This is an optimization exercise on Yosys and OpenROAD, whose aim is small area, a short achievable clock period and few clock cycles per item, not a production implementation. In this exercise RTL edits were held to simulation tests only and were not proved equivalent to the original. Power figures rest on the tool's default switching activity, not on a simulated workload.

<file path="config.mk">
export PLATFORM = sky130hd
export DESIGN_NAME = soc_mem_top
export DESIGN_NICKNAME = soc_mem_top
export VERILOG_FILES = /design/flow/design.v
export SDC_FILE = /design/flow/constraint.sdc
export NUM_CORES = 8
export LEC_CHECK = 0
export CAP_MARGIN = 25
export CORE_MARGIN = 2
export CORE_UTILIZATION = 45
export PLACE_DENSITY = 0.6
export SETUP_SLACK_MARGIN = 3.2
export SLEW_MARGIN = 35
export SYNTH_HIERARCHICAL = 1
export SYNTH_MEMORY_MAX_BITS = 16384
export TNS_END_PERCENT = 5
</file>
<file path="constraint.sdc">
create_clock -name core_clock -period 6.0 [get_ports {clk_i}]
set_input_delay 1.2000 -clock core_clock [delete_from_list [all_inputs] [get_ports {clk_i}]]
set_output_delay 1.2000 -clock core_clock [all_outputs]
set_load 0.01 [all_outputs]
</file>
<file path="design.v">
`timescale 1ns/1ps
package axil_pkg;
  localparam int unsigned AddrWidth = 32;
  localparam int unsigned DataWidth = 32;
  localparam int unsigned StrbWidth = DataWidth / 8;
  typedef logic [AddrWidth-1:0] addr_t;
  typedef logic [DataWidth-1:0] data_t;
  typedef logic [StrbWidth-1:0] strb_t;
  typedef enum logic [1:0] {
    OKAY   = 2'b00,
    SLVERR = 2'b10,
    DECERR = 2'b11
  } resp_e;
endpackage
`timescale 1ns/1ps
package soc_map_pkg;
  localparam logic [3:0] TagRom  = 4'h1;
  localparam logic [3:0] TagExit = 4'h2;
  localparam logic [3:0] TagRam  = 4'h8;
  localparam int unsigned RomWords      = 16;
  localparam int unsigned RamWords      = 256;
  localparam int unsigned RamIndexWidth = $clog2(RamWords);
  localparam logic [15:0] RomMarker = 16'hB007;  
  localparam int unsigned DebugHoldCycles = 24;
  localparam int unsigned HoldCntWidth    = $clog2(DebugHoldCycles + 1);
endpackage
`timescale 1ns/1ps
module ram_word (
  input  logic                                  clk_i,
  input  logic                                  col_i,      
  input  logic                                  row_i,      
  input  logic [axil_pkg::StrbWidth-1:0]        lane_n_i,   
  input  axil_pkg::data_t                       wdata_i,
  output axil_pkg::data_t                       q_o
);
  axil_pkg::data_t             word_q;
  logic                        sel_n;
  logic [axil_pkg::StrbWidth-1:0] de;
  ram_and2_n i_sel (
    .a_i   ( col_i ),
    .b_i   ( row_i ),
    .y_n_o ( sel_n )
  );
  for (genvar b = 0; b < axil_pkg::StrbWidth; b++) begin : g_lane
    ram_and2_nn i_de (
      .a_n_i ( sel_n       ),
      .b_n_i ( lane_n_i[b] ),
      .y_o   ( de[b]       )
    );
    always_ff @(posedge clk_i) begin
      if (de[b]) begin
        word_q[8*b +: 8] <= wdata_i[8*b +: 8];
      end
    end
  end
  assign q_o = word_q;
endmodule
module ram_rd_and_or3 (
  input  logic [2:0] d_i,
  input  logic [2:0] sel_i,
  output logic       y_n_o
);
  assign y_n_o = !(|(d_i & sel_i));
endmodule
module ram_rd_and_or1 (
  input  logic d_i,
  input  logic sel_i,
  output logic y_n_o
);
  assign y_n_o = !(d_i && sel_i);
endmodule
module ram_rd_or_n #(
  parameter int unsigned N = 4
) (
  input  logic [N-1:0] a_n_i,
  output logic         y_o
);
  assign y_o = !(&a_n_i);
endmodule
module ram_rd_nor #(
  parameter int unsigned N = 2
) (
  input  logic [N-1:0] a_i,
  output logic         y_n_o
);
  assign y_n_o = !(|a_i);
endmodule
module ram_rd_bit (
  input  logic [soc_map_pkg::RamWords-1:0] d_i,
  input  logic [soc_map_pkg::RamWords-1:0] sel_i,
  output logic [2:0]                       part_o
);
  localparam int unsigned Words = soc_map_pkg::RamWords;
  localparam int unsigned L0 = Words / 3 + 1;    
  localparam int unsigned L1 = (L0 + 3) / 4;     
  localparam int unsigned L2 = (L1 + 1) / 2;     
  localparam int unsigned L3 = (L2 + 3) / 4;     
  logic [L0-1:0] l0_n;
  logic [L1-1:0] l1;
  logic [L2-1:0] l2_n;
  for (genvar g = 0; g < L0 - 1; g++) begin : g_l0
    ram_rd_and_or3 i_node (
      .d_i   ( d_i[3*g +: 3]   ),
      .sel_i ( sel_i[3*g +: 3] ),
      .y_n_o ( l0_n[g]         )
    );
  end
  ram_rd_and_or1 i_l0_last (
    .d_i   ( d_i[Words-1]   ),
    .sel_i ( sel_i[Words-1] ),
    .y_n_o ( l0_n[L0-1]     )
  );
  for (genvar g = 0; g < L1; g++) begin : g_l1
    localparam int unsigned N = (4*g + 4 <= L0) ? 4 : L0 - 4*g;
    ram_rd_or_n #(.N(N)) i_node (
      .a_n_i ( l0_n[4*g +: N] ),
      .y_o   ( l1[g]          )
    );
  end
  for (genvar g = 0; g < L2; g++) begin : g_l2
    localparam int unsigned N = (2*g + 2 <= L1) ? 2 : L1 - 2*g;
    ram_rd_nor #(.N(N)) i_node (
      .a_i   ( l1[2*g +: N] ),
      .y_n_o ( l2_n[g]      )
    );
  end
  for (genvar g = 0; g < L3; g++) begin : g_l3
    localparam int unsigned N = (4*g + 4 <= L2) ? 4 : L2 - 4*g;
    ram_rd_or_n #(.N(N)) i_node (
      .a_n_i ( l2_n[4*g +: N] ),
      .y_o   ( part_o[g]      )
    );
  end
endmodule
module ram_dec2 (
  input  logic [1:0] a_i,
  output logic [3:0] y_o
);
  for (genvar k = 0; k < 4; k++) begin : g_out
    assign y_o[k] = (a_i == 2'(k));
  end
endmodule
module ram_and2_n (
  input  logic a_i,
  input  logic b_i,
  output logic y_n_o
);
  assign y_n_o = !(a_i && b_i);
endmodule
module ram_and2_nn (
  input  logic a_n_i,
  input  logic b_n_i,
  output logic y_o
);
  assign y_o = !(a_n_i || b_n_i);
endmodule
module ram_store (
  input  logic                                  clk_i,
  input  logic                                  we_i,
  input  logic                                  wsel_i,
  input  logic [soc_map_pkg::RamIndexWidth-1:0] wr_index_i,
  input  axil_pkg::data_t                       wdata_i,
  input  axil_pkg::strb_t                       strb_i,
  input  logic [soc_map_pkg::RamIndexWidth-1:0] rd_index_i,
  output logic [axil_pkg::DataWidth-1:0][2:0]   rpart_o
);
  localparam int unsigned Words  = soc_map_pkg::RamWords;
  localparam int unsigned Rows   = 16;             
  localparam int unsigned Cols   = Words / Rows;   
  localparam int unsigned Lanes  = axil_pkg::StrbWidth;
  logic [Cols-1:0]  wcol;
  logic [Rows-1:0]  wrow;
  logic [Lanes-1:0] wlane_n;
  for (genvar c = 0; c < Cols; c++) begin : g_wcol
    assign wcol[c] = wsel_i && (wr_index_i[3:0] == 4'(c));
  end
  for (genvar r = 0; r < Rows; r++) begin : g_wrow
    assign wrow[r] = we_i && (wr_index_i[7:4] == 4'(r));
  end
  assign wlane_n = ~strb_i;
  axil_pkg::data_t words [Words];
  for (genvar w = 0; w < Words; w++) begin : g_word
    ram_word i_word (
      .clk_i    ( clk_i          ),
      .col_i    ( wcol[w % Cols]   ),
      .row_i    ( wrow[w / Cols]   ),
      .lane_n_i ( wlane_n          ),
      .wdata_i  ( wdata_i        ),
      .q_o      ( words[w]       )
    );
  end
  logic [3:0]       pre [4];
  logic [Cols-1:0]  rcol_n;
  logic [Rows-1:0]  rrow_n;
  logic [Words-1:0] rsel;
  for (genvar k = 0; k < 4; k++) begin : g_pre
    ram_dec2 i_dec (
      .a_i ( rd_index_i[2*k +: 2] ),
      .y_o ( pre[k]               )
    );
  end
  for (genvar c = 0; c < Cols; c++) begin : g_rcol
    ram_and2_n i_and (
      .a_i   ( pre[0][c % 4] ),
      .b_i   ( pre[1][c / 4] ),
      .y_n_o ( rcol_n[c]     )
    );
  end
  for (genvar r = 0; r < Rows; r++) begin : g_rrow
    ram_and2_n i_and (
      .a_i   ( pre[2][r % 4] ),
      .b_i   ( pre[3][r / 4] ),
      .y_n_o ( rrow_n[r]     )
    );
  end
  for (genvar w = 0; w < Words; w++) begin : g_rsel
    ram_and2_nn i_and (
      .a_n_i ( rcol_n[w % Cols] ),
      .b_n_i ( rrow_n[w / Cols] ),
      .y_o   ( rsel[w]          )
    );
  end
  for (genvar i = 0; i < axil_pkg::DataWidth; i++) begin : g_rbit
    logic [Words-1:0] column;
    for (genvar w = 0; w < Words; w++) begin : g_col
      assign column[w] = words[w][i];
    end
    ram_rd_bit i_rd_bit (
      .d_i    ( column     ),
      .sel_i  ( rsel       ),
      .part_o ( rpart_o[i] )
    );
  end
endmodule
`timescale 1ns/1ps
module debug_holdoff (
  input  logic clk_i,
  input  logic rst_ni,
  input  logic debug_req_i,
  input  logic debug_en_i,
  output logic debug_req_o
);
  logic [soc_map_pkg::HoldCntWidth-1:0] cnt_q;
  logic                                 open_q;
  logic                                 open_d;
  logic                                 open_port_q;
  always_ff @(posedge clk_i or negedge rst_ni) begin
    if (!rst_ni) begin
      cnt_q  <= soc_map_pkg::HoldCntWidth'(soc_map_pkg::DebugHoldCycles);
    end else if (!open_q) begin
      cnt_q  <= cnt_q - 1'b1;
    end
  end
  always_ff @(posedge clk_i or negedge rst_ni) begin
    if (!rst_ni) begin
      open_q <= 1'b0;
    end else begin
      open_q <= open_d;
    end
  end
  assign open_d = open_q || (cnt_q == soc_map_pkg::HoldCntWidth'(1));
  port_reg i_open_port (
    .clk_i  ( clk_i       ),
    .rst_ni ( rst_ni      ),
    .d_i    ( open_d      ),
    .q_o    ( open_port_q )
  );
  assign debug_req_o = open_port_q && debug_en_i && debug_req_i;
endmodule
`timescale 1ns/1ps
module region_router (
  input  axil_pkg::addr_t addr_i,
  output logic            hit_rom_o,
  output logic            hit_ram_o,
  output logic            hit_exit_o
);
  logic [3:0]  tag;
  logic [27:0] offset;
  assign tag    = addr_i[31:28];
  assign offset = addr_i[27:0];
  assign hit_rom_o  = (tag == soc_map_pkg::TagRom) &&
                      (offset < 28'(soc_map_pkg::RomWords * 4));
  assign hit_ram_o  = (tag == soc_map_pkg::TagRam) &&
                      (offset < 28'(soc_map_pkg::RamWords * 4));
  assign hit_exit_o = (tag == soc_map_pkg::TagExit) && (offset == '0);
endmodule
module port_reg #(
  parameter int unsigned Width = 1
) (
  input  logic             clk_i,
  input  logic             rst_ni,
  input  logic [Width-1:0] d_i,
  output logic [Width-1:0] q_o
);
  always_ff @(posedge clk_i or negedge rst_ni) begin
    if (!rst_ni) begin
      q_o <= '0;
    end else begin
      q_o <= d_i;
    end
  end
endmodule
module write_enable (
  input  logic ready_i,
  input  logic awvalid_i,
  input  logic wvalid_i,
  input  logic hit_i,
  output logic en_o
);
  assign en_o = ready_i && awvalid_i && wvalid_i && hit_i;
endmodule
module ready_gate (
  input  logic full_i,
  input  logic take_i,
  output logic ready_o
);
  assign ready_o = !full_i || take_i;
endmodule
`timescale 1ns/1ps
module axil_slave_fsm (
  input  logic            clk_i,
  input  logic            rst_ni,
  input  logic            awvalid_i,
  output logic            awready_o,
  input  axil_pkg::addr_t awaddr_i,
  input  logic            wvalid_i,
  output logic            wready_o,
  input  axil_pkg::data_t wdata_i,
  input  axil_pkg::strb_t wstrb_i,
  output logic            bvalid_o,
  input  logic            bready_i,
  output axil_pkg::resp_e bresp_o,
  input  logic            arvalid_i,
  output logic            arready_o,
  input  axil_pkg::addr_t araddr_i,
  output logic            rvalid_o,
  input  logic            rready_i,
  output axil_pkg::data_t rdata_o,
  output axil_pkg::resp_e rresp_o,
  output axil_pkg::data_t exit_o
);
  localparam int unsigned IdxW = soc_map_pkg::RamIndexWidth;
  logic ar_rom, ar_ram, ar_exit;
  logic aw_rom, aw_ram, aw_exit;
  region_router i_ar_dec (
    .addr_i     ( araddr_i ),
    .hit_rom_o  ( ar_rom   ),
    .hit_ram_o  ( ar_ram   ),
    .hit_exit_o ( ar_exit  )
  );
  region_router i_aw_dec (
    .addr_i     ( awaddr_i ),
    .hit_rom_o  ( aw_rom   ),
    .hit_ram_o  ( aw_ram   ),
    .hit_exit_o ( aw_exit  )
  );
  logic p_v_q, r_v_q, pr_full_q;
  logic b_v_q, b2_v_q, aw_rdy_q;
  logic r_free, p_free;
  logic rd_go, wr_go, b_take;
  logic p_v_d, r_v_d, b_v_d, b2_v_d;
  ready_gate i_r_free (
    .full_i  ( r_v_q    ),
    .take_i  ( rready_i ),
    .ready_o ( r_free   )
  );
  ready_gate i_p_free (
    .full_i  ( pr_full_q ),
    .take_i  ( rready_i  ),
    .ready_o ( p_free    )
  );
  ready_gate i_arready (
    .full_i  ( pr_full_q ),
    .take_i  ( rready_i  ),
    .ready_o ( arready_o )
  );
  assign rd_go  = arvalid_i && p_free;
  assign wr_go  = aw_rdy_q && awvalid_i && wvalid_i;
  assign b_take = b_v_q && bready_i;
  logic [axil_pkg::DataWidth-1:0][2:0] ram_part;
  axil_pkg::data_t                     exit_q;
  ram_store i_ram_store (
    .clk_i      ( clk_i                   ),
    .we_i       ( wr_go                   ),
    .wsel_i     ( aw_ram                  ),
    .wr_index_i ( awaddr_i[IdxW+1:2]      ),
    .wdata_i    ( wdata_i                 ),
    .strb_i     ( wstrb_i                 ),
    .rd_index_i ( araddr_i[IdxW+1:2]      ),
    .rpart_o    ( ram_part                )
  );
  logic exit_we, exit_port_we;
  write_enable i_exit_we (
    .ready_i   ( aw_rdy_q  ),
    .awvalid_i ( awvalid_i ),
    .wvalid_i  ( wvalid_i  ),
    .hit_i     ( aw_exit   ),
    .en_o      ( exit_we   )
  );
  write_enable i_exit_port_we (
    .ready_i   ( aw_rdy_q     ),
    .awvalid_i ( awvalid_i    ),
    .wvalid_i  ( wvalid_i     ),
    .hit_i     ( aw_exit      ),
    .en_o      ( exit_port_we )
  );
  always_ff @(posedge clk_i or negedge rst_ni) begin
    if (!rst_ni) begin
      exit_q <= '0;
    end else if (exit_we) begin
      exit_q <= wdata_i;  
    end
  end
  axil_pkg::data_t exit_port_q;
  port_reg #(.Width(axil_pkg::DataWidth)) i_exit_port (
    .clk_i  ( clk_i                                  ),
    .rst_ni ( rst_ni                                 ),
    .d_i    ( exit_port_we ? wdata_i : exit_port_q ),
    .q_o    ( exit_port_q                            )
  );
  assign exit_o = exit_port_q;
  logic [axil_pkg::DataWidth-1:0][2:0] p_part_q;
  axil_pkg::data_t                     other_d, p_other_q;
  logic                                p_ram_q, p_ok_q;
  assign other_d = ({axil_pkg::DataWidth{ar_rom}}  &
                    {soc_map_pkg::RomMarker, 8'h00, araddr_i[IdxW+1:2]})
                 | ({axil_pkg::DataWidth{ar_exit}} & exit_q);
  always_ff @(posedge clk_i) begin
    if (p_free) begin
      p_part_q  <= ram_part;
      p_other_q <= other_d;
      p_ram_q   <= ar_ram;
      p_ok_q    <= ar_ram || ar_rom || ar_exit;
    end
  end
  axil_pkg::data_t rdata_d;
  axil_pkg::resp_e rresp_d, bresp_d;
  axil_pkg::data_t rdata_q;
  axil_pkg::resp_e rresp_q, bresp_q, bresp2_q;
  for (genvar i = 0; i < axil_pkg::DataWidth; i++) begin : g_rdata
    assign rdata_d[i] = (p_ram_q && (|p_part_q[i])) || p_other_q[i];
  end
  assign rresp_d = p_ok_q              ? axil_pkg::OKAY   : axil_pkg::DECERR;
  assign bresp_d = (aw_ram || aw_exit) ? axil_pkg::OKAY   :
                   aw_rom              ? axil_pkg::SLVERR : axil_pkg::DECERR;
  assign p_v_d  = rd_go || (p_v_q && !r_free);
  assign r_v_d  = (p_v_q && r_free) || (r_v_q && !rready_i);
  assign b_v_d  = b2_v_q || wr_go || (b_v_q && !bready_i);
  assign b2_v_d = (b2_v_q && !bready_i) || (wr_go && b_v_q && !b_take);
  always_ff @(posedge clk_i or negedge rst_ni) begin
    if (!rst_ni) begin
      p_v_q     <= 1'b0;
      r_v_q     <= 1'b0;
      pr_full_q <= 1'b0;
      b_v_q     <= 1'b0;
      b2_v_q    <= 1'b0;
      aw_rdy_q  <= 1'b0;
    end else begin
      p_v_q     <= p_v_d;
      r_v_q     <= r_v_d;
      pr_full_q <= p_v_d && r_v_d;
      b_v_q     <= b_v_d;
      b2_v_q    <= b2_v_d;
      aw_rdy_q  <= !b2_v_d;
    end
  end
  always_ff @(posedge clk_i) begin
    if (r_free) begin
      rdata_q <= rdata_d;
      rresp_q <= rresp_d;
    end
    if (!b_v_q || bready_i) begin
      bresp_q <= b2_v_q ? bresp2_q : bresp_d;
    end
    if (!b2_v_q || bready_i) begin
      bresp2_q <= bresp_d;
    end
  end
  port_reg i_rvalid_port  ( .clk_i ( clk_i ), .rst_ni ( rst_ni ), .d_i ( r_v_d   ), .q_o ( rvalid_o  ) );
  port_reg i_bvalid_port  ( .clk_i ( clk_i ), .rst_ni ( rst_ni ), .d_i ( b_v_d   ), .q_o ( bvalid_o  ) );
  port_reg i_awready_port ( .clk_i ( clk_i ), .rst_ni ( rst_ni ), .d_i ( !b2_v_d ), .q_o ( awready_o ) );
  port_reg i_wready_port  ( .clk_i ( clk_i ), .rst_ni ( rst_ni ), .d_i ( !b2_v_d ), .q_o ( wready_o  ) );
  assign rdata_o  = rdata_q;
  assign rresp_o  = rresp_q;
  assign bresp_o  = bresp_q;
endmodule
`timescale 1ns/1ps
module soc_mem_top (
  input  logic            clk_i,
  input  logic            rst_ni,
  input  logic            awvalid_i,
  output logic            awready_o,
  input  axil_pkg::addr_t awaddr_i,
  input  logic            wvalid_i,
  output logic            wready_o,
  input  axil_pkg::data_t wdata_i,
  input  axil_pkg::strb_t wstrb_i,
  output logic            bvalid_o,
  input  logic            bready_i,
  output axil_pkg::resp_e bresp_o,
  input  logic            arvalid_i,
  output logic            arready_o,
  input  axil_pkg::addr_t araddr_i,
  output logic            rvalid_o,
  input  logic            rready_i,
  output axil_pkg::data_t rdata_o,
  output axil_pkg::resp_e rresp_o,
  input  logic            debug_req_i,
  input  logic            debug_en_i,
  output logic            debug_req_o,
  output axil_pkg::data_t exit_o
);
  axil_slave_fsm i_axil_slave_fsm (
    .clk_i     ( clk_i     ),
    .rst_ni    ( rst_ni    ),
    .awvalid_i ( awvalid_i ),
    .awready_o ( awready_o ),
    .awaddr_i  ( awaddr_i  ),
    .wvalid_i  ( wvalid_i  ),
    .wready_o  ( wready_o  ),
    .wdata_i   ( wdata_i   ),
    .wstrb_i   ( wstrb_i   ),
    .bvalid_o  ( bvalid_o  ),
    .bready_i  ( bready_i  ),
    .bresp_o   ( bresp_o   ),
    .arvalid_i ( arvalid_i ),
    .arready_o ( arready_o ),
    .araddr_i  ( araddr_i  ),
    .rvalid_o  ( rvalid_o  ),
    .rready_i  ( rready_i  ),
    .rdata_o   ( rdata_o   ),
    .rresp_o   ( rresp_o   ),
    .exit_o    ( exit_o    )
  );
  debug_holdoff i_debug_holdoff (
    .clk_i       ( clk_i       ),
    .rst_ni      ( rst_ni      ),
    .debug_req_i ( debug_req_i ),
    .debug_en_i  ( debug_en_i  ),
    .debug_req_o ( debug_req_o )
  );
endmodule
</file>
<file path="flow/run.sh">
#!/bin/bash
# Layout flow: the standard flow (standard.sh), unchanged synthesis, with
# these changes to the layout steps:
#  - ports are buffered with buf_4 instead of the default delay cell,
#  - after global placement, each output port's buffer and the register (or
#    gate) driving it are moved next to the port (flow/place_ports.tcl);
#    detailed placement then legalizes them,
#  - timing repair may change a cell's footprint (drive strength family) and
#    neither clones gates nor removes buffers,
#  - clock tree sinks are clustered in groups of up to 25 within 60 um, and
#    no dummy loads are added to balance the tree.
# Each step's full output stays in orfs/logs/; make's output is in synth.log
# and layout.log in this folder.
set -euo pipefail
here=$(pwd)
bash standard.sh synth > synth.log 2>&1
bash standard.sh \
  "BUFFER_PORTS_ARGS=-buffer_cell sky130_fd_sc_hd__buf_4" \
  "POST_GLOBAL_PLACE_TCL=$here/flow/place_ports.tcl" \
  "MATCH_CELL_FOOTPRINT=0" \
  "SKIP_GATE_CLONING=1" \
  "SKIP_BUFFER_REMOVAL=1" \
  "CTS_ARGS=-sink_clustering_enable -repair_clock_nets -sink_clustering_size 25 -sink_clustering_max_diameter 60 -dont_use_dummy_load" \
  finish > layout.log 2>&1
</file>
<file path="flow/place_ports.tcl">
# Move each output port's buffer, and the register or gate that drives it,
# next to the port, so that the path from the register to the port is short.
# Run after global placement; detailed placement legalizes the moved cells.
set block [ord::get_db_block]
set core [$block getCoreArea]
set cx0 [$core xMin]; set cy0 [$core yMin]; set cx1 [$core xMax]; set cy1 [$core yMax]
set dbu [$block getDefUnits]

proc port_driver {net} {
  foreach it [$net getITerms] {
    if {[$it isOutputSignal]} { return $it }
  }
  return ""
}

proc sinks {net} {
  set n 0
  foreach it [$net getITerms] { if {[$it isInputSignal]} { incr n } }
  return $n
}

# Point at distance d (dbu) inside the core from the pin, on the line into the core
proc inside {px py d} {
  upvar cx0 cx0 cy0 cy0 cx1 cx1 cy1 cy1
  set dl [expr {$px - $cx0}]; set dr [expr {$cx1 - $px}]
  set db [expr {$py - $cy0}]; set dt [expr {$cy1 - $py}]
  set m [lindex [lsort -real [list $dl $dr $db $dt]] 0]
  set x [expr {max($cx0, min($cx1, $px))}]
  set y [expr {max($cy0, min($cy1, $py))}]
  if {$m == $dl} { set x [expr {$cx0 + $d}] } elseif {$m == $dr} { set x [expr {$cx1 - $d}] } elseif {$m == $db} { set y [expr {$cy0 + $d}] } else { set y [expr {$cy1 - $d}] }
  return [list [expr {int($x)}] [expr {int($y)}]]
}

set moved 0
foreach bt [$block getBTerms] {
  if {[$bt getIoType] ne "OUTPUT"} { continue }
  set net [$bt getNet]
  if {$net eq "NULL"} { continue }
  set bb [[lindex [$bt getBPins] 0] getBBox]
  set px [expr {([$bb xMin] + [$bb xMax]) / 2}]
  set py [expr {([$bb yMin] + [$bb yMax]) / 2}]
  set drv [port_driver $net]
  if {$drv eq ""} { continue }
  set chain [list [$drv getInst]]
  # Follow single-fanout drivers back: the port buffer, then a register or gate
  set cur [$drv getInst]
  for {set k 0} {$k < 2} {incr k} {
    if {[[$cur getMaster] isSequential]} { break }
    set next ""
    foreach it [$cur getITerms] {
      if {![$it isInputSignal]} { continue }
      set n2 [$it getNet]
      if {$n2 eq "NULL"} { continue }
      if {[$n2 getSigType] ne "SIGNAL"} { continue }
      set d2 [port_driver $n2]
      if {$d2 eq ""} { continue }
      if {[sinks $n2] != 1} { continue }
      set next [$d2 getInst]
      break
    }
    if {$next eq ""} { break }
    lappend chain $next
    set cur $next
  }
  set d [expr {int(4 * $dbu)}]
  foreach inst $chain {
    lassign [inside $px $py $d] x y
    $inst setLocation $x $y
    set d [expr {$d + int(12 * $dbu)}]
    incr moved
  }
}
puts "place_ports: moved $moved cells next to output ports"
</file>
<file path="standard.sh">
#!/bin/bash
# synth_recipe.tcl (not shown) runs the flow's synth.tcl, then flattens the netlist and writes it again
# the make line also repeats each setting of config.mk as NAME=value (left out here)
make -C /OpenROAD-flow-scripts/flow DESIGN_CONFIG=/design/flow/config.mk WORK_HOME=/design/flow/orfs CLKGATE_MAP_FILE= SYNTH_SCRIPT=/design/flow/synth_recipe.tcl "${@:-finish}"
</file>
==> impl_metrics.csv, run 1 <==
group,metric,value,unit
timing,relSlewSlack,25.1,%
timing,finalHoldViolCount,0,
setup_path,cp.arrival,4.11,ns
timing,tightestPinTransition,1.12,ns
clocking,cts_made_buffers,476,
grt,grt_pass1_wl,1310000,µm
synth,ys_warn_count,14,
routing,dr.pass1.iters,15,
timing,fmaxAchievable,307,MHz
synth,yosys.area.top_type,"edfxtp_1",
routing,wl_met3,146000,µm
timing,setup_viol,0,
min_path,hold_path_class,"in -> async",
grt,track_usage,28.4,%
floorplanning,design.die.area,662000,µm²
synth,ys.flop_type,"edfxtp_1",
setup_path,cpPeakStageDelay,0.67,ns
routing,wirelength,974000,µm
grt,antenna_found_initial,63,
routing,viasPerCell,6.93,
timing,rsz0062_at_grt,"yes",
synth,ys_top_cells_by_area,"edfxtp_1 85%, a222oi_1 9.2%, nor2_1 2.1%",
routing,wl_met2,430000,µm
pwr,ir_drop,276,µV
routing,ant_nets,0,
setup_path,crit_top_cell,"buf_12",
placed_design,post-place-cells,23700,
synth,synth_nets,14344,
synth,syn_inst,14233,
synth,synth-edff-count,8359,
synth,synth_top_area_share,85.1,%
floorplanning,die_x,814,µm
pwr,leakage,105,nW
routing,drc,0,
floorplanning,start_util,45.2,%
clocking,cts_tree,"built",
synth,synth.distinct_cells,44,
routing,drt_iter0_markers,41305,
setup_path,cp_cell_sequence,"buf_12 -> nor2b_4 -> nand2_4 -> buf_12 -> buf_12 -> nor2_4 -> buf_12 -> a222oi_1 -> nand4_1 -> nor2_4 -> nand4_1",
setup_path,critPathBufInv,4,
final_layout,syn_to_final_growth,17.0,%
clocking,cts_max_path_buffers,4,
timing,final.period_utilization,54.2,%
clocking,clkLatencyLatePin,1.10,ns
floorplanning,die_h,814,µm
flow_run,drv_cap,0,
clocking,htreeDepth,5,
routing,wl_met1,355000,µm
grt,grt_max_degree,141,
grt,overflow,0,
synth,ys_async_sr_fraction,0.960,%
timing,finalMaxSlewViolations,0,
status,status,"complete, no violations",
final_layout,drive_above_1_share,23.0,%
setup_path,cp_slowest_cell,"a222oi_1",
synth,ys_seq_area_share,85.7,%
floorplanning,row_count,297,
final_layout,final_area,345000,µm²
clocking,ctsHoldBuffers,0,
pwr,power_density,290,nW/µm²
routing,dr_total_vias,171794,
setup_path,cp_data_required_time,6.86,ns
placed_design,post_dp_cell_area,315000,µm²
timing,layout_min_cycle_time,3.25,ns
clocking,clk_pin_slew_worst_paths,0.10,ns
synth,ys_ff_latch,8440,
final_layout,fin_nets,16181,
floorplanning,pin_count,183,
placed_design,dp_hpwl,613000,µm
timing,final.setup.tns,0,ns
timing,finClkSkew,0.129,ns
final_layout,final_cell_mix,"8359 x edfxtp_1, 2720 x a222oi_1, 1151 x nor2_4, 787 x buf_4, 736 x nand4_1",
final_layout,layout_commonest_cell,"edfxtp_1",
setup_path,critPathTopFamily,"simple AND/OR/NAND/NOR gates",
routing,routed.top_layer,"met5",
routing,routedWlPerCell,39.3,µm
setup_path,worst-setup-path-type,"in -> reg",
setup_path,startpoint_type,"primary input",
setup_path,endpoint_kind,"register",
final_layout,layout.cells.non_filler,24801,
clocking,clock_sinks,8440,
synth,syn_avg_cell_area,20.7,µm²
placed_design,io_buffer_count,182,
floorplanning,core_area,654000,µm²
grt,first_global_vias,159458,
clocking,cts-root-buf,"clkbuf_16",
setup_path,worstPathMaxFanout,6,
synth,syn_area,295000,µm²
## path summary, 6_finish.rpt
check / from / end / slack, ns / depth (start not counted)
min reg2reg: i_axil_slave_fsm.p_v_q / i_axil_slave_fsm.p_v_q / 0.51 / 2
max: araddr_i[2] / i_axil_slave_fsm.p_part_q[72] / 2.75 / 11
max reg2reg: i_axil_slave_fsm.aw_rdy_q / register / 2.93 / 6
min: rst_ni / i_axil_slave_fsm.i_wready_port.q_o / 0.19 / 1
min in group core_clock: bready_i / i_axil_slave_fsm.b2_v_q / 0.26 / 2
max in group asynchronous: rst_ni / i_axil_slave_fsm.i_rvalid_port.q_o / 4.44 / 2
## flip-flops by register name, indices dropped and copies added, names as in the netlist, 2 cells and up
| name | flops |
|---|---|
| i_axil_slave_fsm.i_ram_store.g_word.i_word.word_q | 8192 |
| i_axil_slave_fsm.exit_q | 32 |
| i_debug_holdoff.cnt_q | 5 |
| i_axil_slave_fsm.p_other_q | 32 |
| i_axil_slave_fsm.bresp2_q | 2 |
| i_axil_slave_fsm.bresp_q | 2 |
| i_axil_slave_fsm.i_exit_port.q_o | 32 |
| i_axil_slave_fsm.rdata_q | 32 |
| i_axil_slave_fsm.p_part_q | 96 |
## report_power, final
part	internal [mW]	switching (mW)
Clock	14.0	17.7
Sequential	64.9	0.345
Combinational	0.604	2.63
## final cells by class
cell class / count / area [µm²]
diodes: 62 / 155
clock buffers: 476 / 11900
fillers: 49925 / 308000
inverters: 7 / 41.3
multi-input cells: 5770 / 52800
flip-flops and latches: 8440 / 253000
well taps: 8671 / 10800
repair buffers: 1375 / 16500
## modules after synthesis (local to each module, per instance), excerpt
module | area, µm² | times used
ram_word | 961 | 256
debug_holdoff | 285 | 1
ram_store | 250 | 1
region_router | 103 | 2
ram_dec2 | 26.3 | 4
port_reg | 25.0 | 5
ram_rd_and_or3 | 10.0 | 2720
write_enable | 8.76 | 2
ready_gate | 6.26 | 3
ram_and2_n | 3.75 | 288
ram_rd_and_or1 | 3.75 | 32
## metal layers
metal,vias up,global-route usage (%)
met1,88974,40.3
met2,13201,42.1
li1,68107,-
met4,28,10.0
met5,-,0
met3,1484,8.07
## cell usage after synthesis (all sizes together) (3+ instances only)
library cell,n
a21o,7
inv,7
nand3b,6
edfxtp,8359
nor3,15
and2b,4
mux2,66
dfrtp,79
nand2b,44
nor2,1668
nand3,36
o31ai,32
buf,15
nor2b,4
nand4,736
a22o,8
or3b,3
a222oi,2720
nand2,364
and2,22
nor4,15
## through the flow
stage	hold slack, ns	total power [mW]	setup slack (ns)	utilization, %
after floorplan	0.461	66.7	1.19	-
after global placement	0.477	69.2	0.178	48.0
after detailed placement	0.486	69.3	0.701	48.2
after CTS	0.136	100	2.95	52.5
after global routing	0.218	102	2.84	52.8
final	0.189	100	2.75	52.8
## worst register-to-register path: stages (launching register included)
cell,delay [ns]
dfrtp_1,0.36
and3_2,0.36
or3b_4,0.48
nor2_1,0.14
buf_4,0.36
nand2_1,0.30
nor2_1,0.68
## repair_timing
action                     in CTS  in global routing
buffers inserted              442                106
setup endpoints to repair    8397               7687
pin swaps                     454                 78
gates resized for setup      2919                108
## cells by family (layout without fill, tap and decap cells)
logic type,Yosys count,count (layout),synth area share (%)
flip-flops,8440,8440,85.7
multiplexers,67,67,0.332
AO/OA/AOI/OAI,2769,2769,9.35
other,0,62,0
AND/OR/NAND/NOR,2928,2928,4.49
XOR/XNOR,4,4,0.0119
adder cells (fa/ha/maj),2,2,0.00848
buffers and inverters,23,1858,0.0712
Testbench counts, summed over its fixed seeds: cycles 24,012, items 24,000.
==> run 2, diff against run 1 <==
--- a/design.v
+++ b/design.v
@@ -189,8 +189,9 @@
       .q_o      ( words[w]       )
     );
   end
+  localparam int unsigned Quarters = 4;
   logic [3:0]       pre [4];
-  logic [Cols-1:0]  rcol_n;
+  logic [Cols-1:0]  rcol_n [Quarters];
   logic [Rows-1:0]  rrow_n;
   logic [Words-1:0] rsel;
   for (genvar k = 0; k < 4; k++) begin : g_pre
@@ -199,12 +200,14 @@
       .y_o ( pre[k]               )
     );
   end
-  for (genvar c = 0; c < Cols; c++) begin : g_rcol
-    ram_and2_n i_and (
-      .a_i   ( pre[0][c % 4] ),
-      .b_i   ( pre[1][c / 4] ),
-      .y_n_o ( rcol_n[c]     )
-    );
+  for (genvar q = 0; q < Quarters; q++) begin : g_rcol_quarter
+    for (genvar c = 0; c < Cols; c++) begin : g_rcol
+      ram_and2_n i_and (
+        .a_i   ( pre[0][c % 4] ),
+        .b_i   ( pre[1][c / 4] ),
+        .y_n_o ( rcol_n[q][c]  )
+      );
+    end
   end
   for (genvar r = 0; r < Rows; r++) begin : g_rrow
     ram_and2_n i_and (
@@ -215,9 +218,9 @@
   end
   for (genvar w = 0; w < Words; w++) begin : g_rsel
     ram_and2_nn i_and (
-      .a_n_i ( rcol_n[w % Cols] ),
-      .b_n_i ( rrow_n[w / Cols] ),
-      .y_o   ( rsel[w]          )
+      .a_n_i ( rcol_n[w / (Words / Quarters)][w % Cols] ),
+      .b_n_i ( rrow_n[w / Cols]                         ),
+      .y_o   ( rsel[w]                                  )
     );
   end
   for (genvar i = 0; i < axil_pkg::DataWidth; i++) begin : g_rbit
--- a/config.mk
+++ b/config.mk
@@ -5,12 +5,12 @@
 export SDC_FILE = /design/flow/constraint.sdc
 export NUM_CORES = 8
 export LEC_CHECK = 0
-export CAP_MARGIN = 25
+export CAP_MARGIN = 20
 export CORE_MARGIN = 2
 export CORE_UTILIZATION = 45
 export PLACE_DENSITY = 0.6
 export SETUP_SLACK_MARGIN = 3.2
-export SLEW_MARGIN = 35
+export SLEW_MARGIN = 20
 export SYNTH_HIERARCHICAL = 1
 export SYNTH_MEMORY_MAX_BITS = 16384
 export TNS_END_PERCENT = 5
==> impl_metrics.csv, run 2 <==
group,metric,value,unit
status,checkFailReasons,"antenna violations",
synth,ys_top_cells_by_area,"edfxtp_1 85%, a222oi_1 9.2%, nor2_1 2.1%",
grt,grt_pass1_wl,1330000,µm
pwr,p_switching,20.8,mW
routing,viasPerCell,7.00,
timing,tightestPinTransition,1.38,ns
synth,ys_warn_count,15,
clocking,clk_pin_slew_worst_paths,0.09,ns
clocking,htreeDepth,5,
setup_path,critPathBufInv,6,
placed_design,io_buffer_count,182,
synth,synth_nets,14392,
routing,dr_total_vias,172835,
timing,relSlewSlack,7.95,%
clocking,cts_tree,"built",
final_layout,drive_above_1_share,22.1,%
setup_path,endpoint_kind,"register",
clocking,cts_max_path_buffers,4,
floorplanning,design.die.area,663000,µm²
synth,synth_top_area_share,85.0,%
final_layout,fin_nets,16105,
routing,drt_iter0_markers,41709,
setup_path,worstPathMaxFanout,32,
timing,layout_min_cycle_time,3.26,ns
floorplanning,die_h,814,µm
pwr,finalPower,100,mW
synth,ys_seq_area_share,85.7,%
pwr,leakage,104,nW
grt,grt_max_degree,173,
min_path,hold_path_class,"in -> async",
final_layout,final_cell_mix,"8359 x edfxtp_1, 2720 x a222oi_1, 1009 x nor2_4, 736 x nand4_1, 723 x buf_4",
clocking,clkLatencyLatePin,1.12,ns
routing,ant_nets,1,
synth,ys_async_sr_fraction,0.960,%
setup_path,cp_cell_sequence,"buf_12 -> nor2b_4 -> buf_12 -> buf_8 -> buf_8 -> nand2_8 -> buf_4 -> nor2_2 -> buf_4 -> a222oi_1 -> nand4_1 -> nor2_1 -> nand4_1",
clocking,cts-root-buf,"clkbuf_16",
clocking,cts_made_buffers,471,
routing,dr.pass1.iters,15,
timing,setup_viol,0,
synth,yosys.area.top_type,"edfxtp_1",
pwr,p_sw_share,20.8,%
floorplanning,die_x,814,µm
grt,track_usage,28.8,%
pwr,internal_power,79.3,mW
routing,wirelength,989000,µm
final_layout,multi_input_area,52600,µm²
synth,syn_inst,14281,
timing,rsz0062_at_grt,"yes",
setup_path,cpPeakStageDelay,0.63,ns
final_layout,largestRegisters,"i_axil_slave_fsm.i_ram_store.g_word.i_word.word_q: 8192 flops, i_axil_slave_fsm.p_part_q: 96 flops",
setup_path,cp_data_required_time,6.77,ns
synth,synth_top_cells_by_count,"8359 x edfxtp_1, 2720 x a222oi_1, 1668 x nor2_1",
grt,antenna_found_initial,74,
timing,finClkSkew,0.129,ns
synth,synth-edff-count,8359,
pwr,power_density,292,nW/µm²
floorplanning,core_area,654000,µm²
routing,routedWlPerCell,40.0,µm
routing,drc,0,
clocking,clock_sinks,8440,
final_layout,fill_cells,50403,
timing,final.setup.tns,0,ns
final_layout,layout_commonest_cell,"edfxtp_1",
grt,overflow,0,
flow_run,drv_cap,0,
timing,finalMaxSlewViolations,0,
pwr,pwr-share-seq,65.3,%
pwr,clock_power_share,31.5,%
grt,first_global_vias,159924,
final_layout,syn_to_final_growth,16.3,%
synth,synth.distinct_cells,44,
synth,ys.flop_type,"edfxtp_1",
floorplanning,start_util,45.2,%
timing,finalHoldViolCount,0,
placed_design,dp_hpwl,617000,µm
final_layout,seqCellArea,253000,µm²
floorplanning,row_count,297,
floorplanning,pin_count,183,
status,status,"failed layout checks",
pwr,ir_drop,290,µV
setup_path,cp.arrival,4.03,ns
synth,syn_area,295000,µm²
synth,synth_most_common_cell,"edfxtp_1",
final_layout,largest_reg_flops,8192,
timing,final.period_utilization,54.3,%
setup_path,critPathTopFamily,"simple AND/OR/NAND/NOR gates",
synth,syn_avg_cell_area,20.7,µm²
setup_path,worst-setup-path-type,"in -> reg",
pwr,power_frac_comb,3.2,%
setup_path,cp_slowest_cell,"a222oi_1",
final_layout,largest-register,"i_axil_slave_fsm.i_ram_store.g_word.i_word.word_q",
timing,fmaxAchievable,307,MHz
synth,ys_ff_latch,8440,
setup_path,startpoint_type,"primary input",
## run 2: cell type report
cell class                 instances  share of cell area [%]
antenna                           42                  0.0306
clock buffer                     471                    3.43
inverter                           7                  0.0120
multi-input combinational       5818                    15.3
sequential                      8440                    73.7
tap                             8671                    3.16
timing repair buffer            1256                    4.36
## run 2: worst paths after layout
| kind | from | end | slack [ns] | depth (start not counted) |
|---|---|---|---|---|
| min | rst_ni | i_axil_slave_fsm.i_bvalid_port.q_o | 0.13 | 1 |
| max reg2reg | i_axil_slave_fsm.aw_rdy_q | register | 2.89 | 6 |
| max | araddr_i[4] | i_axil_slave_fsm.p_part_q[13] | 2.74 | 13 |
| min in group core_clock | bready_i | i_axil_slave_fsm.b2_v_q | 0.29 | 2 |
| max in group asynchronous | rst_ni | i_axil_slave_fsm.pr_full_q | 4.62 | 2 |
| min reg2reg | i_axil_slave_fsm.exit_q[15] | i_axil_slave_fsm.exit_q[15] | 0.51 | 1 |
## run 2: per-layer routing
| layer | vias to the layer above | wire length, µm | GRT usage (%) | part of all wire, % |
|---|---|---|---|---|
| met1 | 89528 | 355000 | 40.3 | 36 |
| met2 | 13609 | 441000 | 43.0 | 45 |
| li1 | 67962 | - | - | - |
| met3 | 1700 | 142000 | 7.52 | 14 |
| met4 | 36 | 50500 | 12.0 | 5.1 |
| met5 | - | 215 | 0 | 0.022 |
## run 2: power groups by stage
stage                     logic, mW  clock network, mW  registers [mW]
after floorplan               0.403                  0            66.3
after global placement         2.56                  0            66.8
after detailed placement       2.67                  0            66.7
after CTS                      3.09               31.7            65.3
after global routing           3.23               33.6            65.4
final                          3.22               31.5            65.4
## run 2: through the flow
| step | hold slack (ns) | utilization, % | setup WS [ns] | instance area, µm² | instances |
|---|---|---|---|---|---|
| 6_report | 0.125 | 52.5 | 2.74 | 343000 | 24705 |
| 5_1_grt | 0.128 | 52.5 | 2.82 | 343000 | 24664 |
| 4_1_cts | 0.0782 | 52.2 | 2.93 | 341000 | 24560 |
| 3_5_place_dp | 0.492 | 48.0 | 0.685 | 314000 | 23710 |
| 3_3_place_gp | 0.479 | 48.0 | 0.662 | 314000 | 23708 |
| 2_1_floorplan | 0.461 | - | 1.19 | 295000 | 14281 |
## run 2: Yosys stat by module, one instance, submodules excluded, a selection
module          flops+latches  cell area, µm²  times used  cells
ram_store                   0             250           1     50
ram_rd_and_or3              0            10.0        2720      1
ram_rd_and_or1              0            3.75          32      1
debug_holdoff               6             285           1     21
ram_dec2                    0            26.3           4      4
region_router               0             103           2     19
axil_slave_fsm            205            7890           1    402
ram_and2_n                  0            3.75         336      1
write_enable                0            8.76           2      1
port_reg                    1            25.0           5      1
ram_word                   32             961         256     32
ram_and2_nn                 0            3.75        1280      1
ready_gate                  0            6.26           3      1
## run 2: kinds of logic after synthesis
| logic type | share of synthesized area [%] |
|---|---|
| buf+inv | 0.0712 |
| fa+ha+maj | 0.00847 |
| mux | 0.331 |
| simple gates | 4.54 |
| flops | 85.7 |
| xor+xnor | 0.0119 |
| compound gates | 9.35 |
## run 2: what timing repair did
| action | in CTS | in global routing |
|---|---|---|
| hold buffers | 0 | 0 |
| setup buffers | 379 | 101 |
| pin swaps | 444 | 83 |
| endpoints found under the setup margin | 8404 | 8334 |
| resized for setup | 2823 | 151 |
Testbench counts of run 2, summed over its fixed seeds: cycles 24,012, items 24,000.
==> run 3, diff against run 2 <==
--- a/flow/run.sh
+++ b/flow/run.sh
@@ -5,6 +5,8 @@
 #  - after global placement, each output port's buffer and the register (or
 #    gate) driving it are moved next to the port (flow/place_ports.tcl);
 #    detailed placement then legalizes them,
+#  - the placement repair buffers nets to at most 32 sinks
+#    (flow/fanout.tcl),
 #  - timing repair may change a cell's footprint (drive strength family) and
 #    neither clones gates nor removes buffers,
 #  - clock tree sinks are clustered in groups of up to 25 within 60 um, and
@@ -17,6 +19,7 @@
 bash standard.sh \
   "BUFFER_PORTS_ARGS=-buffer_cell sky130_fd_sc_hd__buf_4" \
   "POST_GLOBAL_PLACE_TCL=$here/flow/place_ports.tcl" \
+  "PRE_RESIZE_TCL=$here/flow/fanout.tcl" \
   "MATCH_CELL_FOOTPRINT=0" \
   "SKIP_GATE_CLONING=1" \
   "SKIP_BUFFER_REMOVAL=1" \
==> flow/fanout.tcl (new file) <==
# Buffer nets to at most 32 sinks, so that no net (the write data's, say)
# spreads a single wire over hundreds of pins
set_max_fanout 32 [current_design]
--- a/config.mk
+++ b/config.mk
@@ -5,12 +5,12 @@
 export SDC_FILE = /design/flow/constraint.sdc
 export NUM_CORES = 8
 export LEC_CHECK = 0
-export CAP_MARGIN = 20
+export CAP_MARGIN = 25
 export CORE_MARGIN = 2
 export CORE_UTILIZATION = 45
 export PLACE_DENSITY = 0.6
 export SETUP_SLACK_MARGIN = 3.2
-export SLEW_MARGIN = 20
+export SLEW_MARGIN = 35
 export SYNTH_HIERARCHICAL = 1
 export SYNTH_MEMORY_MAX_BITS = 16384
 export TNS_END_PERCENT = 5
==> impl_metrics.csv, run 3 <==
group,metric,value,unit
status,status,"complete, no violations",
pwr,finalPower,100,mW
synth,synth_most_common_cell,"edfxtp_1",
timing,layout_min_cycle_time,3.37,ns
timing,finalMaxSlewViolations,0,
timing,final.period_utilization,56.1,%
final_layout,fin_nets,16352,
floorplanning,pin_count,183,
placed_design,dp_hpwl,702000,µm
timing,rsz0062_at_grt,"yes",
clocking,cts_tree,"built",
synth,synth-edff-count,8359,
synth,ys_async_sr_fraction,0.960,%
setup_path,critPathBufInv,3,
setup_path,worstReg2RegStart,"i_axil_slave_fsm.aw_rdy_q",
routing,viasPerCell,7.07,
routing,ant_nets,0,
synth,ys_warn_count,15,
clocking,cts_made_buffers,467,
clocking,clk_pin_slew_worst_paths,0.09,ns
timing,finalHoldViolCount,0,
timing,finClkSkew,0.144,ns
clocking,clock_sinks,8440,
final_layout,largestRegisters,"i_axil_slave_fsm.i_ram_store.g_word.i_word.word_q: 8192 flops, i_axil_slave_fsm.p_part_q: 96 flops",
routing,wirelength,1040000,µm
grt,overflow,0,
min_path,hold_path_class,"in -> reg",
synth,ys_ff_latch,8440,
setup_path,worst-setup-path-type,"in -> reg",
clocking,cts_max_path_buffers,4,
synth,synth_top_cells_by_count,"8359 x edfxtp_1, 2720 x a222oi_1, 1668 x nor2_1",
min_path,holdCritStartpoint,"wdata_i[1]",
clocking,cts-root-buf,"clkbuf_16",
final_layout,fin_util,52.5,%
final_layout,fill_cells,50587,
pwr,power_density,292,nW/µm²
synth,ys_top_cells_by_area,"edfxtp_1 85%, a222oi_1 9.2%, nor2_1 2.1%",
routing,drt_iter0_markers,44666,
setup_path,rrSetupSlack,2.87,ns
timing,tightestPinTransition,1.08,ns
final_layout,final_cell_mix,"8359 x edfxtp_1, 2720 x a222oi_1, 927 x nor2_4, 802 x buf_4, 736 x nand4_1",
synth,syn_avg_cell_area,20.7,µm²
placed_design,io_buffer_count,182,
floorplanning,start_util,45.2,%
timing,setup_ws,2.63,ns
floorplanning,design.die.area,663000,µm²
placed_design,post_dp_cell_area,316000,µm²
final_layout,largest-register,"i_axil_slave_fsm.i_ram_store.g_word.i_word.word_q",
grt,track_usage,30.2,%
final_layout,drive_above_1_share,23.0,%
synth,synth.distinct_cells,44,
min_path,min_path_cells,1,
timing,fmaxAchievable,297,MHz
setup_path,cp.arrival,4.19,ns
setup_path,r2r.worst_path.cells,6,
setup_path,critPathTopFamily,"simple AND/OR/NAND/NOR gates",
synth,synth_top_area_share,85.0,%
setup_path,cp_cell_sequence,"buf_8 -> and2b_4 -> buf_12 -> nand2_4 -> nor2_4 -> buf_4 -> a222oi_1 -> nand4_1 -> nor2_4 -> nand4_1",
grt,grt_max_degree,33,
clocking,htreeDepth,5,
routing,dr.pass1.iters,17,
synth,ys.flop_type,"edfxtp_1",
synth,syn_area,295000,µm²
floorplanning,die_x,814,µm
placed_design,dp_slack,0.680,ns
pwr,leakage,105,nW
timing,final.setup.tns,0,ns
setup_path,startpoint_type,"primary input",
setup_path,cp_data_required_time,6.83,ns
timing,relSlewSlack,28.2,%
final_layout,largest_reg_flops,8192,
setup_path,cp_slowest_cell,"a222oi_1",
final_layout,final_area,343000,µm²
clocking,clkLatencyLatePin,1.12,ns
final_layout,layout_commonest_cell,"edfxtp_1",
synth,syn_inst,14281,
flow_run,drv_cap,0,
floorplanning,die_h,814,µm
grt,first_global_vias,161885,
setup_path,worstPathMaxFanout,23,
synth,ys_seq_area_share,85.7,%
synth,yosys.area.top_type,"edfxtp_1",
setup_path,endpoint_kind,"register",
pwr,ir_drop,266,µV
final_layout,syn_to_final_growth,16.3,%
routing,drc,0,
floorplanning,core_area,654000,µm²
routing,dr_total_vias,176630,
grt,antenna_found_initial,123,
grt,grt_pass1_wl,1380000,µm
floorplanning,row_count,297,
timing,setup_viol,0,
setup_path,cpPeakStageDelay,0.93,ns
synth,synth_nets,14392,
routing,routedWlPerCell,41.6,µm
[run 3: cell counts after synthesis]
No cell type changed its count.
[run 3: final cells by class]
class | count | area [µm²] | area share [%]
Antenna cell | 77 | 193 | 0.0561
Sequential cell | 8440 | 253000 | 73.7
Timing Repair Buffer | 1507 | 15700 | 4.56
Clock buffer | 467 | 11700 | 3.40
Inverter | 7 | 41.3 | 0.0120
Multi-Input combinational cell | 5818 | 52000 | 15.1
Tap cell | 8671 | 10800 | 3.16
[run 3: kinds of logic after synthesis]
kind of cell / share of synthesized area, %
fa+ha+maj: 0.00847
simple gates: 4.54
xor+xnor: 0.0119
mux: 0.331
buf+inv: 0.0712
compound gates: 9.35
flops: 85.7
[run 3: modules after synthesis (local to each module, per instance), excerpt]
module	copies in the design	flip-flops and latches	cells inside	cell area (µm²)
region_router	2	0	19	103
ready_gate	3	0	1	6.26
ram_rd_and_or3	2720	0	1	10.0
debug_holdoff	1	6	21	285
ram_store	1	0	50	250
axil_slave_fsm	1	205	402	7890
[run 3: power by group]
part | switching [mW] | internal, mW
combinational | 2.96 | 0.636
sequential | 0.458 | 64.9
clock | 17.7 | 13.7
[run 3: stage by stage]
step	cells	hold slack [ns]
finish	24987	0.268
global route	24917	0.227
CTS	24797	0.208
detailed placement	24025	0.485
global placement	23708	0.479
floorplan	14281	0.461
[run 3: what timing repair did]
item	in CTS	in global routing
setup endpoints to repair	9743	9420
buffers inserted	304	104
hold endpoints to repair	5	0
resized for setup	2507	206
pin swaps	352	93
hold buffers	1	0
[run 3: metal layers]
layer | track usage [%] | wire, µm
met1 | 41.7 | 362000
met3 | 8.80 | 160000
met4 | 14.2 | 60400
met2 | 44.6 | 456000
met5 | 0 | 325
[run 3: how the worst max path moves through the flow]
stage / depth (start not counted) / slack [ns] / end / from
after global routing: 14 / 2.78 / i_axil_slave_fsm.p_part_q[19] / araddr_i[8]
after global placement: 9 / 0.66 / i_axil_slave_fsm.p_part_q[89] / araddr_i[4]
final: 10 / 2.63 / i_axil_slave_fsm.p_part_q[16] / araddr_i[2]
after floorplan: 2 / 1.19 / register / wstrb_i[0]
after CTS: 2 / 2.87 / debug_req_o / i_debug_holdoff.i_open_port.q_o
after detailed placement: 9 / 0.68 / i_axil_slave_fsm.p_part_q[56] / araddr_i[3]
[run 3: worst register-to-register path, cell delays in order, from the launching register on]
cell and delay, ns:
dfrtp_1 0.38, and3_4 0.36, nand3_1 0.34, nor2_2 0.35, buf_4 0.40, nand2_1 0.41
nor2_2 0.55
==> run 4, diff against run 3 <==
--- a/design.v
+++ b/design.v
@@ -27,28 +27,15 @@
 `timescale 1ns/1ps
 module ram_word (
   input  logic                                  clk_i,
-  input  logic                                  col_i,      
-  input  logic                                  row_i,      
+  input  logic                                  col_n_i,    
   input  logic [axil_pkg::StrbWidth-1:0]        lane_n_i,   
   input  axil_pkg::data_t                       wdata_i,
   output axil_pkg::data_t                       q_o
 );
-  axil_pkg::data_t             word_q;
-  logic                        sel_n;
-  logic [axil_pkg::StrbWidth-1:0] de;
-  ram_and2_n i_sel (
-    .a_i   ( col_i ),
-    .b_i   ( row_i ),
-    .y_n_o ( sel_n )
-  );
+  axil_pkg::data_t word_q;
   for (genvar b = 0; b < axil_pkg::StrbWidth; b++) begin : g_lane
-    ram_and2_nn i_de (
-      .a_n_i ( sel_n       ),
-      .b_n_i ( lane_n_i[b] ),
-      .y_o   ( de[b]       )
-    );
     always_ff @(posedge clk_i) begin
-      if (de[b]) begin
+      if (!(col_n_i || lane_n_i[b])) begin
         word_q[8*b +: 8] <= wdata_i[8*b +: 8];
       end
     end
@@ -157,7 +144,6 @@
 module ram_store (
   input  logic                                  clk_i,
   input  logic                                  we_i,
-  input  logic                                  wsel_i,
   input  logic [soc_map_pkg::RamIndexWidth-1:0] wr_index_i,
   input  axil_pkg::data_t                       wdata_i,
   input  axil_pkg::strb_t                       strb_i,
@@ -168,30 +154,28 @@
   localparam int unsigned Rows   = 16;             
   localparam int unsigned Cols   = Words / Rows;   
   localparam int unsigned Lanes  = axil_pkg::StrbWidth;
-  logic [Cols-1:0]  wcol;
-  logic [Rows-1:0]  wrow;
-  logic [Lanes-1:0] wlane_n;
+  logic [Cols-1:0]        wcol_n;
+  logic [Lanes-1:0]       wrow_n [Rows];
   for (genvar c = 0; c < Cols; c++) begin : g_wcol
-    assign wcol[c] = wsel_i && (wr_index_i[3:0] == 4'(c));
+    assign wcol_n[c] = !(wr_index_i[3:0] == 4'(c));
   end
   for (genvar r = 0; r < Rows; r++) begin : g_wrow
-    assign wrow[r] = we_i && (wr_index_i[7:4] == 4'(r));
+    for (genvar b = 0; b < Lanes; b++) begin : g_lane
+      assign wrow_n[r][b] = !(we_i && strb_i[b] && (wr_index_i[7:4] == 4'(r)));
+    end
   end
-  assign wlane_n = ~strb_i;
   axil_pkg::data_t words [Words];
   for (genvar w = 0; w < Words; w++) begin : g_word
     ram_word i_word (
       .clk_i    ( clk_i          ),
-      .col_i    ( wcol[w % Cols]   ),
-      .row_i    ( wrow[w / Cols]   ),
-      .lane_n_i ( wlane_n          ),
+      .col_n_i  ( wcol_n[w % Cols] ),
+      .lane_n_i ( wrow_n[w / Cols] ),
       .wdata_i  ( wdata_i        ),
       .q_o      ( words[w]       )
     );
   end
-  localparam int unsigned Quarters = 4;
   logic [3:0]       pre [4];
-  logic [Cols-1:0]  rcol_n [Quarters];
+  logic [Cols-1:0]  rcol_n;
   logic [Rows-1:0]  rrow_n;
   logic [Words-1:0] rsel;
   for (genvar k = 0; k < 4; k++) begin : g_pre
@@ -200,14 +184,12 @@
       .y_o ( pre[k]               )
     );
   end
-  for (genvar q = 0; q < Quarters; q++) begin : g_rcol_quarter
-    for (genvar c = 0; c < Cols; c++) begin : g_rcol
-      ram_and2_n i_and (
-        .a_i   ( pre[0][c % 4] ),
-        .b_i   ( pre[1][c / 4] ),
-        .y_n_o ( rcol_n[q][c]  )
-      );
-    end
+  for (genvar c = 0; c < Cols; c++) begin : g_rcol
+    ram_and2_n i_and (
+      .a_i   ( pre[0][c % 4] ),
+      .b_i   ( pre[1][c / 4] ),
+      .y_n_o ( rcol_n[c]     )
+    );
   end
   for (genvar r = 0; r < Rows; r++) begin : g_rrow
     ram_and2_n i_and (
@@ -218,9 +200,9 @@
   end
   for (genvar w = 0; w < Words; w++) begin : g_rsel
     ram_and2_nn i_and (
-      .a_n_i ( rcol_n[w / (Words / Quarters)][w % Cols] ),
-      .b_n_i ( rrow_n[w / Cols]                         ),
-      .y_o   ( rsel[w]                                  )
+      .a_n_i ( rcol_n[w % Cols] ),
+      .b_n_i ( rrow_n[w / Cols] ),
+      .y_o   ( rsel[w]          )
     );
   end
   for (genvar i = 0; i < axil_pkg::DataWidth; i++) begin : g_rbit
@@ -287,6 +269,17 @@
                       (offset < 28'(soc_map_pkg::RamWords * 4));
   assign hit_exit_o = (tag == soc_map_pkg::TagExit) && (offset == '0);
 endmodule
+module resp_reg #(
+  parameter int unsigned Width = 1
+) (
+  input  logic             clk_i,
+  input  logic [Width-1:0] d_i,
+  output logic [Width-1:0] q_o
+);
+  always_ff @(posedge clk_i) begin
+    q_o <= d_i;
+  end
+endmodule
 module port_reg #(
   parameter int unsigned Width = 1
 ) (
@@ -303,15 +296,6 @@
     end
   end
 endmodule
-module write_enable (
-  input  logic ready_i,
-  input  logic awvalid_i,
-  input  logic wvalid_i,
-  input  logic hit_i,
-  output logic en_o
-);
-  assign en_o = ready_i && awvalid_i && wvalid_i && hit_i;
-endmodule
 module ready_gate (
   input  logic full_i,
   input  logic take_i,
@@ -362,11 +346,7 @@
   logic r_free, p_free;
   logic rd_go, wr_go, b_take;
   logic p_v_d, r_v_d, b_v_d, b2_v_d;
-  ready_gate i_r_free (
-    .full_i  ( r_v_q    ),
-    .take_i  ( rready_i ),
-    .ready_o ( r_free   )
-  );
+  assign r_free = !r_v_q || rready_i;
   ready_gate i_p_free (
     .full_i  ( pr_full_q ),
     .take_i  ( rready_i  ),
@@ -384,33 +364,17 @@
   axil_pkg::data_t                     exit_q;
   ram_store i_ram_store (
     .clk_i      ( clk_i                   ),
-    .we_i       ( wr_go                   ),
-    .wsel_i     ( aw_ram                  ),
+    .we_i       ( wr_go && aw_ram         ),
     .wr_index_i ( awaddr_i[IdxW+1:2]      ),
     .wdata_i    ( wdata_i                 ),
     .strb_i     ( wstrb_i                 ),
     .rd_index_i ( araddr_i[IdxW+1:2]      ),
     .rpart_o    ( ram_part                )
   );
-  logic exit_we, exit_port_we;
-  write_enable i_exit_we (
-    .ready_i   ( aw_rdy_q  ),
-    .awvalid_i ( awvalid_i ),
-    .wvalid_i  ( wvalid_i  ),
-    .hit_i     ( aw_exit   ),
-    .en_o      ( exit_we   )
-  );
-  write_enable i_exit_port_we (
-    .ready_i   ( aw_rdy_q     ),
-    .awvalid_i ( awvalid_i    ),
-    .wvalid_i  ( wvalid_i     ),
-    .hit_i     ( aw_exit      ),
-    .en_o      ( exit_port_we )
-  );
   always_ff @(posedge clk_i or negedge rst_ni) begin
     if (!rst_ni) begin
       exit_q <= '0;
-    end else if (exit_we) begin
+    end else if (wr_go && aw_exit) begin
       exit_q <= wdata_i;  
     end
   end
@@ -418,7 +382,7 @@
   port_reg #(.Width(axil_pkg::DataWidth)) i_exit_port (
     .clk_i  ( clk_i                                  ),
     .rst_ni ( rst_ni                                 ),
-    .d_i    ( exit_port_we ? wdata_i : exit_port_q ),
+    .d_i    ( (wr_go && aw_exit) ? wdata_i : exit_port_q ),
     .q_o    ( exit_port_q                            )
   );
   assign exit_o = exit_port_q;
@@ -467,18 +431,21 @@
       aw_rdy_q  <= !b2_v_d;
     end
   end
-  always_ff @(posedge clk_i) begin
-    if (r_free) begin
-      rdata_q <= rdata_d;
-      rresp_q <= rresp_d;
-    end
-    if (!b_v_q || bready_i) begin
-      bresp_q <= b2_v_q ? bresp2_q : bresp_d;
-    end
-    if (!b2_v_q || bready_i) begin
-      bresp2_q <= bresp_d;
-    end
-  end
+  resp_reg #(.Width(axil_pkg::DataWidth + 2)) i_r_payload (
+    .clk_i ( clk_i                                                    ),
+    .d_i   ( r_free ? {rresp_d, rdata_d} : {rresp_q, rdata_q}         ),
+    .q_o   ( {rresp_q, rdata_q}                                       )
+  );
+  resp_reg #(.Width(2)) i_b_payload (
+    .clk_i ( clk_i                                                              ),
+    .d_i   ( (!b_v_q || bready_i) ? (b2_v_q ? bresp2_q : bresp_d) : bresp_q    ),
+    .q_o   ( bresp_q                                                            )
+  );
+  resp_reg #(.Width(2)) i_b2_payload (
+    .clk_i ( clk_i                                      ),
+    .d_i   ( (!b2_v_q || bready_i) ? bresp_d : bresp2_q ),
+    .q_o   ( bresp2_q                                   )
+  );
   port_reg i_rvalid_port  ( .clk_i ( clk_i ), .rst_ni ( rst_ni ), .d_i ( r_v_d   ), .q_o ( rvalid_o  ) );
   port_reg i_bvalid_port  ( .clk_i ( clk_i ), .rst_ni ( rst_ni ), .d_i ( b_v_d   ), .q_o ( bvalid_o  ) );
   port_reg i_awready_port ( .clk_i ( clk_i ), .rst_ni ( rst_ni ), .d_i ( !b2_v_d ), .q_o ( awready_o ) );
==> flow/run.sh (replaced) <==
#!/bin/bash
# Layout flow: the standard flow (standard.sh), unchanged synthesis, with
# these changes to the layout steps:
#  - ports are buffered with buf_4 instead of the default delay cell,
#  - timing repair may change a cell's footprint (drive strength family) and
#    neither clones gates nor removes buffers,
#  - clock tree sinks are clustered in groups of up to 25 within 60 um, and
#    no dummy loads are added to balance the tree.
# Each step's full output stays in orfs/logs/; make's output is in synth.log
# and layout.log in this folder.
set -euo pipefail
bash standard.sh synth > synth.log 2>&1
bash standard.sh \
  "BUFFER_PORTS_ARGS=-buffer_cell sky130_fd_sc_hd__buf_4" \
  "MATCH_CELL_FOOTPRINT=0" \
  "SKIP_GATE_CLONING=1" \
  "SKIP_BUFFER_REMOVAL=1" \
  "CTS_ARGS=-sink_clustering_enable -repair_clock_nets -sink_clustering_size 25 -sink_clustering_max_diameter 60 -dont_use_dummy_load" \
  finish > layout.log 2>&1
removed: flow/fanout.tcl
removed: flow/place_ports.tcl
==> impl_metrics.csv, run 4 <==
group,metric,value,unit
placed_design,io_buffer_count,182,
timing,finalMaxSlewViolations,0,
clocking,clock_sinks,8441,
final_layout,fin_nets,16687,
timing,fmaxAchievable,307,MHz
final_layout,largestRegisters,"i_axil_slave_fsm.i_ram_store.g_word.i_word.word_q: 8192 flops, i_axil_slave_fsm.p_part_q: 96 flops, i_axil_slave_fsm.i_r_payload.q_o: 34 flops",
synth,syn_avg_cell_area,20.8,µm²
routing,drt_iter0_markers,38263,
synth,synth_most_common_cell,"edfxtp_1",
synth,synth_top_cells_by_count,"8322 x edfxtp_1, 2720 x a222oi_1, 1647 x nor2_1",
grt,track_usage,26.7,%
synth,ys_seq_area_share,85.8,%
timing,setup_ws,2.74,ns
synth,ys_top_cells_by_area,"edfxtp_1 85%, a222oi_1 9.2%, nor2_1 2.1%",
timing,final.setup.tns,0,ns
grt,antenna_found_initial,43,
synth,ys_async_sr_fraction,0.960,%
min_path,hold_path_class,"in -> async",
grt,grt_max_degree,166,
synth,synth_top_area_share,84.9,%
pwr,finalPower,99.7,mW
floorplanning,pin_count,183,
setup_path,cpPeakStageDelay,0.28,ns
routing,drc,0,
status,status,"complete, no violations",
synth,syn_area,294000,µm²
synth,ys.flop_type,"edfxtp_1",
grt,overflow,0,
clocking,htreeDepth,5,
synth,synth-edff-count,8322,
synth,ys_warn_count,18,
pwr,power_density,292,nW/µm²
final_layout,final_cell_mix,"8322 x edfxtp_1, 2720 x a222oi_1, 1503 x buf_4, 858 x nor2_1, 737 x nand4_1",
timing,setup_viol,0,
synth,synth.distinct_cells,55,
floorplanning,row_count,297,
floorplanning,core_area,653000,µm²
routing,viasPerCell,6.75,
setup_path,endpoint_kind,"register",
grt,first_global_vias,157304,
routing,routedWlPerCell,37.1,µm
timing,tightestPinTransition,1.30,ns
timing,rsz0062_at_grt,"yes",
placed_design,post-place-cells,24323,
final_layout,fill_cells,50677,
final_layout,drive_above_1_share,20.9,%
final_layout,layout_commonest_cell,"edfxtp_1",
setup_path,worstReg2RegStart,"i_axil_slave_fsm.aw_rdy_q",
timing,finalHoldViolCount,0,
timing,layout_min_cycle_time,3.26,ns
final_layout,largest_reg_flops,8192,
setup_path,cp_data_required_time,6.79,ns
timing,relSlewSlack,13.5,%
timing,final.period_utilization,54.3,%
setup_path,cp_slowest_cell,"nor4_4",
floorplanning,die_x,813,µm
grt,grt_pass1_wl,1250000,µm
routing,dr_total_vias,170476,
pwr,leakage,106,nW
routing,dr.pass1.iters,15,
setup_path,cp.arrival,4.05,ns
clocking,cts_max_path_buffers,4,
final_layout,syn_to_final_growth,16.0,%
routing,wirelength,938000,µm
setup_path,startpoint_type,"primary input",
floorplanning,design.die.area,661000,µm²
setup_path,cp_cell_sequence,"buf_4 -> nor4_4 -> nand3_2 -> nor3_4 -> buf_12 -> clkinv_8 -> nor2_4 -> buf_12 -> nor4b_4 -> buf_4 -> buf_8 -> buf_4 -> buf_6 -> buf_6 -> nand2_8 -> buf_12 -> nor2_4 -> buf_4",
clocking,cts_tree,"built",
timing,finClkSkew,0.114,ns
final_layout,largest-register,"i_axil_slave_fsm.i_ram_store.g_word.i_word.word_q",
setup_path,critPathLaunch,"awaddr_i[13]",
==> run 4: cell types whose count changed in the layout (fill, tap and decap cells not counted), moves of 37 or more <==
cell	change
mux2_2	+55
edfxtp_1	-37
nor2_4	-590
nand2_4	-38
nand2_2	-136
nor2_1	+591
nand2b_1	-37
buf_4	+701
buf_6	+52
buf_2	-201
nand2_1	-45
mux2_4	-59
diode_2	-59
==> run 4: through the flow <==
step	hold WS, ns	utilization (%)	cell area [µm²]
after floorplan	0.439	-	294000
after global placement	0.445	48.8	319000
after detailed placement	0.456	48.9	319000
after CTS	0.119	51.2	334000
after global routing	0.203	52.3	342000
final	0.180	52.3	342000
==> run 4: cell families after synthesis <==
kind of cell | Yosys count | synth area share [%]
DFF | 8441 | 85.8
AOI/OAI and AO/OA | 2805 | 9.45
and+or+nand+nor | 2736 | 4.31
buffers and inverters | 73 | 0.116
muxes | 67 | 0.257
xor gates and xnor gates | 4 | 0.0119
adders and majority gates | 3 | 0.0119
==> run 4: layout make-up <==
cell class              count  area (µm²)  area share (%)
diodes                     18        45.0          0.0132
clock buffers             471       11800            3.45
inverters                  35         144          0.0421
multi-input cells        5615       46000            13.5
flip-flops and latches   8441      253000            74.0
well taps                8671       10800            3.18
repair buffers           2012       20100            5.87
==> run 4: Yosys stat by module (local to each module, per instance), excerpt <==
module	cells inside	cell area, µm²	flops+latches	times used
axil_slave_fsm	448	6960	168	1
debug_holdoff	21	285	6	1
port_reg	1	25.0	1	5
ram_and2_n	1	3.75	0	32
ram_and2_nn	1	3.75	0	256
ram_dec2	4	26.3	0	4
ram_rd_and_or1	1	3.75	0	32
ram_rd_and_or3	1	10.0	0	2720
ram_store	121	632	0	1
ready_gate	1	6.26	0	2
region_router	19	103	0	2
==> run 4: where the power goes <==
group | internal, mW | switching, mW | total, mW
registers | 64.9 | 0.480 | 65.4
logic | 0.610 | 2.35 | 2.96
clock network | 13.8 | 17.6 | 31.4
total | 79.3 | 20.4 | 99.7
==> run 4: layer usage <==
metal	vias to the layer above	global-route usage, %	routed length, µm
li1	68814	-	-
met1	88348	38.7	350000
met2	12104	40.5	424000
met3	1200	6.12	130000
met4	10	8.34	35000
met5	-	0	62
==> run 4: worst paths after layout <==
kind,depth (start not counted),endpoint,slack (ns)
max,18,register,2.74
min,1,i_axil_slave_fsm.i_exit_port.q_o[24],0.18
max reg2reg,13,register,3.00
min reg2reg,1,i_axil_slave_fsm.i_r_payload.q_o[33],0.47
max in group asynchronous,2,i_axil_slave_fsm.exit_q[16],4.50
min in group core_clock,3,i_axil_slave_fsm.i_b_payload.q_o[1],0.45
==> run 4: critical path: cells and delay by family <==
| family | cells | cell delay, ns |
|---|---|---|
| buf+inv | 11 | 1.54 |
| simple gates | 7 | 1.26 |
==> run 4: timing repair <==
item,CTS,global route
setup endpoints to repair,8400,8330
buffers inserted,80,356
resized for setup,699,804
endpoints found under the hold margin,0,0
pin swaps,63,396
Testbench counts of run 4, summed over its fixed seeds: cycles 24,012, items 24,000.

Check on run 4: ideal ports give 2.741 ns setup slack; a clkbuf_16 on the clock port and buf_2 on the inputs give 2.715 ns; moving port delays by the midpoint clock arrival (1.178 ns) as well gives 1.641 ns.
